What follows belongs to an exercise in optimizing a design on an open flow for small area, a short achievable clock period and few clock cycles; a production flow would make more cautious choices.
The RTL was checked by simulation tests, not by an equivalence proof against the original design.
Power and IR drop assume default switching activity.

Setup of run 5:
Design kruskal_minimum_spanning_tree, start of the top module:
module kruskal_minimum_spanning_tree #(
  parameter int MAX_NODES   = kmst_pkg::MaxNodes,
  parameter int MAX_EDGES   = kmst_pkg::MaxEdges,
  parameter int WEIGHT_BITS = kmst_pkg::WeightBits,
  localparam int NodeW = $clog2(MAX_NODES),
  localparam int CntW  = $clog2(MAX_EDGES + 1),
  localparam int EdW   = 2 * NodeW + WEIGHT_BITS
) (
  input  logic                                 clk_i,
  input  logic                                 rst_ni,
  input  logic                                 psel,
  input  logic                                 penable,
  input  logic                                 pwrite,
  input  logic [kmst_pkg::AddrW-1:0]           paddr,
  input  logic [kmst_pkg::DataW-1:0]           pwdata,
  output logic [kmst_pkg::DataW-1:0]           prdata,
  output logic                                 pready,
  input  logic                                 in_valid_i,
  output logic                                 in_stall_o,
  input  logic [NodeW-1:0]                     first_node_i,
  input  logic [NodeW-1:0]                     second_node_i,
  input  logic signed [WEIGHT_BITS-1:0]        weight_i,
  input  logic                                 last_edge_i,
  output logic                                 out_valid_o,
  input  logic                                 out_stall_i,
  output logic [NodeW-1:0]                     tree_first_node_o,
  output logic [NodeW-1:0]                     tree_second_node_o,
  output logic signed [kmst_pkg::TotalW-1:0]   total_weight_o,
  output logic                                 is_total_o,
  output logic                                 overflow_o,
  output logic                                 last_o
);
For scale: ~14000 cells after synthesis, roughly 2300 flip-flops, ~140 I/O pins, about 120000 µm² of cells after synthesis.
==> module kmst_edge_mem, before the edit <==
module kmst_edge_mem #(
  parameter int MAX_NODES   = kmst_pkg::MaxNodes,
  parameter int MAX_EDGES   = kmst_pkg::MaxEdges,
  parameter int WEIGHT_BITS = kmst_pkg::WeightBits,
  localparam int NodeW = $clog2(MAX_NODES),
  localparam int EdW   = 2 * NodeW + WEIGHT_BITS
) (
  input  logic           clk_i,
  input  logic           rst_ni,
  input  logic           ins_i,       
  input  logic           seal_i,      
  input  logic [EdW-1:0] wdata_i,
  input  logic           pop_i,       
  input  logic [WEIGHT_BITS-1:0] nxw_i,   
  output logic [EdW-1:0] head_o
);
  localparam int N = MAX_EDGES;
  logic [EdW-1:0] data_q [N];
  logic [N-1:0]   valid_q, new_q;
  logic [N-1:0]   gt_q, gtc;         
  logic [N:0]     st;                
  logic           gtw;
  logic [N-1:0]   s_nx, s_pv, s_nw, s_kp;    
  logic signed [WEIGHT_BITS-1:0] dw;
  logic signed [WEIGHT_BITS-1:0] ew [N];
  assign dw = wdata_i[WEIGHT_BITS-1:0];
  for (genvar i = 0; i < N; i++) begin : g_cmp
    assign ew[i] = data_q[i][WEIGHT_BITS-1:0];
    kmst_sgt #(.W(WEIGHT_BITS)) u_gt (.a_i(ew[i]), .b_i(nxw_i), .gt_o(gtc[i]));
  end
  kmst_sgt #(.W(WEIGHT_BITS)) u_gtw (.a_i(dw), .b_i(nxw_i), .gt_o(gtw));
  always_comb begin
    for (int i = 0; i < N; i++) begin
      st[i] = valid_q[i] && (!new_q[i] || !gt_q[i]);
    end
    st[N] = 1'b0;
    for (int i = 0; i < N; i++) begin
      s_nx[i] = pop_i && (!ins_i || st[i+1]);
      s_nw[i] = ins_i && (pop_i ? (st[i] && !st[i+1])
                                : (!st[i] && ((i == 0) || st[(i + N - 1) % N])));
      s_pv[i] = ins_i && !pop_i && (i != 0) && !st[i] && !st[(i + N - 1) % N];
      s_kp[i] = !(s_nx[i] || s_nw[i] || s_pv[i]);
    end
  end
  always_ff @(posedge clk_i or negedge rst_ni) begin
    if (!rst_ni) begin
      valid_q <= '0;
    end else begin
      for (int i = 0; i < N; i++) begin
        valid_q[i] <= (s_kp[i] && valid_q[i]) || s_nw[i] ||
                      (s_nx[i] && (i != N - 1) && valid_q[(i + 1) % N]) ||
                      (s_pv[i] && valid_q[(i + N - 1) % N]);
      end
    end
  end
  always_ff @(posedge clk_i) begin
    for (int i = 0; i < N; i++) begin
      data_q[i] <= ({EdW{s_kp[i]}} & data_q[i]) |
                   ({EdW{s_nx[i]}} & data_q[(i + 1) % N]) |
                   ({EdW{s_pv[i]}} & data_q[(i + N - 1) % N]) |
                   ({EdW{s_nw[i]}} & wdata_i);
      new_q[i]  <= ((s_kp[i] && new_q[i]) || s_nw[i] ||
                    (s_nx[i] && new_q[(i + 1) % N]) ||
                    (s_pv[i] && new_q[(i + N - 1) % N])) && !seal_i;
      gt_q[i]   <= (s_kp[i] && gtc[i]) || (s_nw[i] && gtw) ||
                   (s_nx[i] && gtc[(i + 1) % N]) ||
                   (s_pv[i] && gtc[(i + N - 1) % N]);
    end
  end
  assign head_o = data_q[0];
endmodule
==> flow/config.mk <==
export PLATFORM = sky130hd
export DESIGN_NAME = kruskal_minimum_spanning_tree
export DESIGN_NICKNAME = kruskal_minimum_spanning_tree
export VERILOG_FILES = /design/flow/design.v
export SDC_FILE = /design/flow/constraint.sdc
export NUM_CORES = 4
export LEC_CHECK = 0
export CAP_MARGIN = 20
export CELL_PAD_IN_SITES_DETAIL_PLACEMENT = 1
export CELL_PAD_IN_SITES_GLOBAL_PLACEMENT = 2
export CORE_MARGIN = 2
export CORE_UTILIZATION = 40
export CTS_BUF_LIST = sky130_fd_sc_hd__clkbuf_4 sky130_fd_sc_hd__clkbuf_8
export CTS_CLUSTER_SIZE = 20
export SETUP_SLACK_MARGIN = 3.75
export SLEW_MARGIN = 20
==> flow/constraint.sdc <==
create_clock -name core_clock -period 7.0 [get_ports {clk_i}]
set_input_delay 1.4000 -clock core_clock [delete_from_list [all_inputs] [get_ports {clk_i}]]
set_output_delay 1.4000 -clock core_clock [all_outputs]
set_load 0.01 [all_outputs]
run.sh (not shown) runs the stock make flow with config.mk's settings and CLKGATE_MAP_FILE= SYNTH_SCRIPT=/design/flow/synth_recipe.tcl, a recipe that flattens the netlist after the stock synthesis.
Testbench counts of run 5, summed over its fixed seeds: cycles 5,175.
## Diff of input files: run 1 against run 5
-- flow/design.v --
<<< run 5, line 31
  logic [N-1:0]   gt_q, gtc;         
  logic [N:0]     st;                
  logic           gtw;
  logic [N-1:0]   s_nx, s_pv, s_nw, s_kp;    
  logic signed [WEIGHT_BITS-1:0] dw;
>>> run 1, line 31
  logic [N-1:0]   gt_q, gtc;         
  logic [N:0]     st;                
  logic           gtw, gtw_q;        
  logic [N-1:0]   jf_q;              
  logic [N-1:0]   s_nx, s_pv, s_nw, s_kp;    
  logic signed [WEIGHT_BITS-1:0] dw;
<<< run 5, line 43
  always_comb begin
    for (int i = 0; i < N; i++) begin
      st[i] = valid_q[i] && (!new_q[i] || !gt_q[i]);
    end
    st[N] = 1'b0;
>>> run 1, line 44
  always_comb begin
    for (int i = 0; i < N; i++) begin
      st[i] = valid_q[i] && (!new_q[i] || !(jf_q[i] ? gtw_q : gt_q[i]));
    end
    st[N] = 1'b0;
<<< run 5, line 74
                    (s_nx[i] && new_q[(i + 1) % N]) ||
                    (s_pv[i] && new_q[(i + N - 1) % N])) && !seal_i;
      gt_q[i]   <= (s_kp[i] && gtc[i]) || (s_nw[i] && gtw) ||
                   (s_nx[i] && gtc[(i + 1) % N]) ||
                   (s_pv[i] && gtc[(i + N - 1) % N]);
    end
  end
  assign head_o = data_q[0];
>>> run 1, line 75
                    (s_nx[i] && new_q[(i + 1) % N]) ||
                    (s_pv[i] && new_q[(i + N - 1) % N])) && !seal_i;
      gt_q[i]   <= (s_kp[i] && gtc[i]) ||
                   (s_nx[i] && gtc[(i + 1) % N]) ||
                   (s_pv[i] && gtc[(i + N - 1) % N]);
      jf_q[i]   <= s_nw[i];
    end
  end
  always_ff @(posedge clk_i) begin
    gtw_q <= gtw;
  end
  assign head_o = data_q[0];
==> comparison <==
- The via count reported for run 1 is higher than the one for run 5.
- From run 5 to run 1 the numbers moved as follows: cell-internal power climbed 0.65 mW; fraction of layout instances using a drive strength above 1 now sits higher; power density over cell area saw an increase.
- Taking run 5 as the reference, in run 1 met2 track demand over resource in global routing went down; cell area after synthesis went up.
Testbench counts of run 1, summed over its fixed seeds: cycles 5,175.

-- afterwards: timing with drivers on the ports --
No port has a modelled driver above. Below, the same layouts with a new extraction and two added sets of constraints. Step 1 (the two cells are an assumption about what drives the block):
set clk [get_ports {clk_i}]
set_driving_cell -lib_cell sky130_fd_sc_hd__clkbuf_16 $clk
set_driving_cell -lib_cell sky130_fd_sc_hd__buf_2 [delete_from_list [all_inputs] $clk]
Step 2, shift: input delay + t, output delay - t, t = (earliest + latest rising clock arrival at the registers) / 2. This alone moves slack from input paths to output paths. Three values: ideal, step 1, step 2; two values: the first two.
run | t (ns) | setup slack, ns | worst setup path after step 2 | worst register clock-pin slew, ns | pins driven straight from the clock port
run 5 | 1.205 | 3.379 / 3.387 / 2.254 | input to register | 0.07 / 0.07 | 1
run 1 | 1.208 | 3.543 / 3.469 / 2.261 | input to register | 0.07 / 0.07 | 1
After both steps setup and hold are still met in every run listed. The setup slack of run 1, which loses most, moves by -0.074 ns with the drivers and by -1.282 ns with both steps.
